Background: an optimization exercise with open tools, aiming at small area and a short achievable clock period. Do not read the settings as production practice. In this exercise RTL edits were held to simulation tests only and were not proved equivalent to the original. No activity file was given, so power comes from the tool's default toggle rates.

## dm_pipelined
module dm_pipelined #(
  parameter int N   = 7,
  parameter int W   = 32,
  parameter int LAT = 2
) (
  input  logic               clka,
  input  logic               rst,
  input  logic               ena,
  input  logic [dm_pkg::lanes(W)-1:0] wea,
  input  logic [N-1:0]       addra,
  input  logic [W-1:0]       dina,
  output logic [W-1:0]       douta,
  output logic               done
);
  localparam int B     = dm_pkg::lanes(W);
  localparam int DEPTH = 2 ** N;
  localparam int NP    = dm_pkg::rd_np(DEPTH);
  if (LAT != 2) begin : g_bad_lat
    $error("dm_pipelined: this implementation supports LAT = 2 only");
  end
  if (W % 8 != 0 || W < 8) begin : g_bad_w
    $error("dm_pipelined: W must be a positive multiple of 8");
  end
  logic [W-1:0] r_mem [DEPTH];
  localparam int NL = N / 2;
  localparam int NH = N - NL;
  logic [DEPTH-1:0] w_rwl;        
  logic [2**NL-1:0] w_pl;         
  logic [2**NH-1:0] w_ph;         
  logic [NP-1:0]    w_rd [W];     
  logic [N-1:0]     r_wa;
  logic [W-1:0]     r_wd;
  logic [B-1:0]     r_we;
  logic [B-1:0]     r_plwe_n [2**NL];
  logic [2**NH-1:0] r_ph_n;
  logic [B-1:0]     r_fwe;
  logic [W-1:0]     r_fwd;
  logic             r_ld;
  logic             r_done;
  logic [NP-1:0]    r_q1 [W];
  ...
For scale: about 7400 cells after synthesis.
==> flow/config.mk <==
export PLATFORM = sky130hd
export DESIGN_NAME = dm_pipelined
export DESIGN_NICKNAME = dm_pipelined
export VERILOG_FILES = /design/flow/design.v
export SDC_FILE = /design/flow/constraint.sdc
export NUM_CORES = 4
export LEC_CHECK = 0
export CAP_MARGIN = 20
export CORE_MARGIN = 2
export CORE_UTILIZATION = 65
export CTS_CLUSTER_DIAMETER = 100
export CTS_CLUSTER_SIZE = 25
export SETUP_SLACK_MARGIN = 2.0
export SLEW_MARGIN = 20
export SYNTH_HIERARCHICAL = 1
==> flow/constraint.sdc <==
create_clock -name core_clock -period 4.2 [get_ports {clka}]
set_input_delay 0.8400 -clock core_clock [delete_from_list [all_inputs] [get_ports {clka}]]
set_output_delay 0.8400 -clock core_clock [all_outputs]
set_load 0.01 [all_outputs]
run.sh (not shown) runs the stock make flow with config.mk's settings and CLKGATE_MAP_FILE= SYNTH_SCRIPT=/design/flow/synth_recipe.tcl, a recipe that flattens the netlist after the stock synthesis.
Edit:
==> flow/flow/run.sh (new file) <==
#!/bin/bash
# The standard layout, with the reset, enable, byte-enable and done pins placed together
# on the bottom edge so that the done register sits next to its pin and its inputs.
set -e
export PRE_IO_PLACEMENT_TCL="$PWD/flow/io.tcl"
bash standard.sh > standard.log 2>&1
==> flow/flow/io.tcl (new file) <==
# Control pins and the done output share one stretch of the bottom edge.
set_io_pin_constraint -pin_names {rst ena wea[0] wea[1] wea[2] wea[3] done} -region bottom:250-310
==> flow/standard.sh (new file) <==
#!/bin/bash
# synth_recipe.tcl (not shown) runs the flow's synth.tcl, then flattens the netlist and writes it again
# the make line also repeats each setting of config.mk as NAME=value (left out here)
make -C /OpenROAD-flow-scripts/flow DESIGN_CONFIG=/design/flow/config.mk WORK_HOME=/design/flow/orfs CLKGATE_MAP_FILE= SYNTH_SCRIPT=/design/flow/synth_recipe.tcl "${@:-finish}"
Settings changed: CORE_UTILIZATION 65 to 50, SETUP_SLACK_MARGIN 2.0 to 2.15.
removed: flow/run.sh
Outcome:
- routed wire length grows by 10%
- via count grows by 2.5%
- global-route usage shrinks by 6.6 points
Edit:
==> flow/run.sh (new file) <==
#!/bin/bash
# synth_recipe.tcl (not shown) runs the flow's synth.tcl, then flattens the netlist and writes it again
# the make line also repeats each setting of config.mk as NAME=value (left out here)
make -C /OpenROAD-flow-scripts/flow DESIGN_CONFIG=/design/flow/config.mk WORK_HOME=/design/flow/orfs CLKGATE_MAP_FILE= SYNTH_SCRIPT=/design/flow/synth_recipe.tcl finish
Settings changed: SETUP_SLACK_MARGIN 2.15 to 2.0.
removed: flow/flow/run.sh
removed: flow/flow/io.tcl
removed: flow/standard.sh
Effect: Die area is unchanged. Via count goes down by 2.6%. Worst hold slack gets better by 130 ps. Synthesized cell count stays the same. Routed wire length goes down by 4.8%. Synthesized area is unchanged. Setup slack gets worse by 88 ps.

Another version of the RTL of dm_pipelined (not shown whole).
Size in the first run: roughly 7200 cells after synthesis, about 4300 flip-flops, about 79 I/O pins.
==> flow/design.v (excerpt) <==
module dm_pipelined #(
  parameter int N   = 7,
  parameter int W   = 32,
  parameter int LAT = 2
) (
  input  logic               clka,
  input  logic               rst,
  input  logic               ena,
  input  logic [dm_pkg::lanes(W)-1:0] wea,
  input  logic [N-1:0]       addra,
  input  logic [W-1:0]       dina,
  output logic [W-1:0]       douta,
  output logic               done
);
export LEC_CHECK = 0
export CAP_MARGIN = 20
export CORE_MARGIN = 2
export CORE_UTILIZATION = 50
export CTS_CLUSTER_DIAMETER = 100
export CTS_CLUSTER_SIZE = 25
export SETUP_SLACK_MARGIN = 2.0
export SLEW_MARGIN = 20
export SYNTH_HIERARCHICAL = 1
create_clock -name core_clock -period 4.2 [get_ports {clka}]
Stock flow here: none of the scripts above is used.
Change:
--- a/flow/config.mk
+++ b/flow/config.mk
@@ -13 +13 @@
-export SETUP_SLACK_MARGIN = 2.0
+export SETUP_SLACK_MARGIN = 1.75
Global-route usage decreases by 1.4 points.
Hold slack hardly moves.
Power goes down by about 1%.
Die area does not change.
Routed wire length came out lower by about 3.8%.
Non-clock buffer count goes down by 341.
Synthesized cell count is unchanged.

Another version of the RTL of dm_pipelined (not shown whole).
For scale: ~7,400 cells after synthesis, roughly 4,600 flip-flops, roughly 79 I/O pins, ~150,000 um^2 of cells after synthesis.
Settings: LEC_CHECK=0, CAP_MARGIN=20, CORE_MARGIN=2, CORE_UTILIZATION=65, CTS_CLUSTER_DIAMETER=100, CTS_CLUSTER_SIZE=25, SETUP_SLACK_MARGIN=2.15, SLEW_MARGIN=20, SYNTH_HIERARCHICAL=1; clock period 4.2 ns.
standard.sh (not shown) runs the stock make flow with config.mk's settings and CLKGATE_MAP_FILE= SYNTH_SCRIPT=/design/flow/synth_recipe.tcl, a recipe that flattens the netlist after the stock synthesis.
==> flow/flow/run.sh <==
#!/bin/bash
# The standard layout, with the reset, enable, byte-enable and done pins placed together
# on the bottom edge so that the done register sits next to its pin and its inputs.
set -e
export PRE_IO_PLACEMENT_TCL="$PWD/flow/io.tcl"
bash standard.sh > standard.log 2>&1
==> flow/flow/io.tcl <==
# Control pins and the done output share one stretch of the bottom edge.
set_io_pin_constraint -pin_names {rst ena wea[0] wea[1] wea[2] wea[3] done} -region bottom:250-310
==> next run, changes <==
==> flow/run.sh (new file) <==
#!/bin/bash
# synth_recipe.tcl (not shown) runs the flow's synth.tcl, then flattens the netlist and writes it again
# the make line also repeats each setting of config.mk as NAME=value (left out here)
make -C /OpenROAD-flow-scripts/flow DESIGN_CONFIG=/design/flow/config.mk WORK_HOME=/design/flow/orfs CLKGATE_MAP_FILE= SYNTH_SCRIPT=/design/flow/synth_recipe.tcl finish
CORE_UTILIZATION = 50   (was 65)
SETUP_SLACK_MARGIN = 2.0   (was 2.15)
removed: flow/flow/run.sh
removed: flow/flow/io.tcl
removed: flow/standard.sh
Result: Synthesized cell count is unchanged; cell count increases by 8.8%; first-iteration DRC count is lower by 7.6%; fmax decreases by 8.3%; synthesized area stays the same; count of clock-buffer cells in the layout is unchanged; global-route usage went down by 8.0 points; combinational power barely changes; hold slack degrades by 0.095 ns.
==> next run, changes <==
==> flow/flow/run.sh (new file) <==
#!/bin/bash
# The standard layout, with the reset, enable, byte-enable and done pins placed together
# on the bottom edge so that the done register sits next to its pin and its inputs.
set -e
export PRE_IO_PLACEMENT_TCL="$PWD/flow/io.tcl"
bash standard.sh > standard.log 2>&1
==> flow/flow/io.tcl (new file) <==
# Control pins and the done output share one stretch of the bottom edge.
set_io_pin_constraint -pin_names {rst ena wea[0] wea[1] wea[2] wea[3] done} -region bottom:250-310
==> flow/standard.sh (new file) <==
#!/bin/bash
# synth_recipe.tcl (not shown) runs the flow's synth.tcl, then flattens the netlist and writes it again
# the make line also repeats each setting of config.mk as NAME=value (left out here)
make -C /OpenROAD-flow-scripts/flow DESIGN_CONFIG=/design/flow/config.mk WORK_HOME=/design/flow/orfs CLKGATE_MAP_FILE= SYNTH_SCRIPT=/design/flow/synth_recipe.tcl "${@:-finish}"
CORE_UTILIZATION = 75   (was 50)
SETUP_SLACK_MARGIN = 2.15   (was 2.0)
removed: flow/run.sh
Result: The new run completed with no timing, DRC or antenna violations; non-clock buffer count increases by 9; cell count goes down by roughly a tenth; design area decreases slightly; total power is lower slightly; via count rises by a few percent; core utilization came out higher by 27 points; count of clock-buffer cells in the layout decreases by 3.

-- afterwards: timing with drivers on the ports --
The flow's constraints put no driver on any port. The routed layouts listed below were extracted and timed again, unchanged, in two steps. Step 1 sets driving cells, clkbuf_16 on the clock port and buf_2 on the other inputs (assumed; they add their load-dependent delay and slew). Step 2 also shifts input and output timing later by t, the mid clock arrival at the registers, as if the neighbouring blocks saw the same clock. Three values: ideal ports, drivers, drivers and shift; two values: the first two.
run | shift t [ns] | setup WS [ns] | worst hold slack (ns) | latest minus earliest clock arrival (ns) | worst slew at a driven data input, ns
the first run of note 1 | 0.992 | 1.892 / 1.821 / 0.829 | 0.150 / 0.080 / 0.375 | 0.035 / 0.034 | 0.22
the second run of note 1 | 1.043 | 1.867 / 1.851 / 0.818 | 0.126 / 0.059 / 0.367 | 0.079 / 0.080 | 0.23
the third run of note 1 | 1.023 | 1.778 / 1.679 / 0.941 | 0.257 / 0.178 / 0.362 | 0.059 / 0.058 | 0.05
the first run of note 2 | 1.025 | 1.853 / 1.802 / 0.786 | 0.142 / 0.061 / 0.364 | 0.063 / 0.064 | 0.20
the second run of note 2 | 1.010 | 1.651 / 1.659 / 0.648 | 0.140 / 0.063 / 0.358 | 0.085 / 0.085 | 0.10
the first run of note 3 | 1.004 | 1.967 / 1.870 / 0.930 | 0.143 / 0.080 / 0.360 | 0.037 / 0.037 | 0.23
the second run of note 3 | 1.038 | 1.766 / 1.665 / 0.663 | 0.049 / -0.031 / 0.358 | 0.091 / 0.092 | 0.24
the third run of note 3 | 0.982 | 1.968 / 1.870 / 1.082 | 0.158 / 0.083 / 0.356 | 0.047 / 0.047 | 0.13
After both steps setup and hold are still met in every run listed. The setup slack of the second run of note 3, which loses most, moves by -0.101 ns with the drivers and by -1.103 ns with both steps.
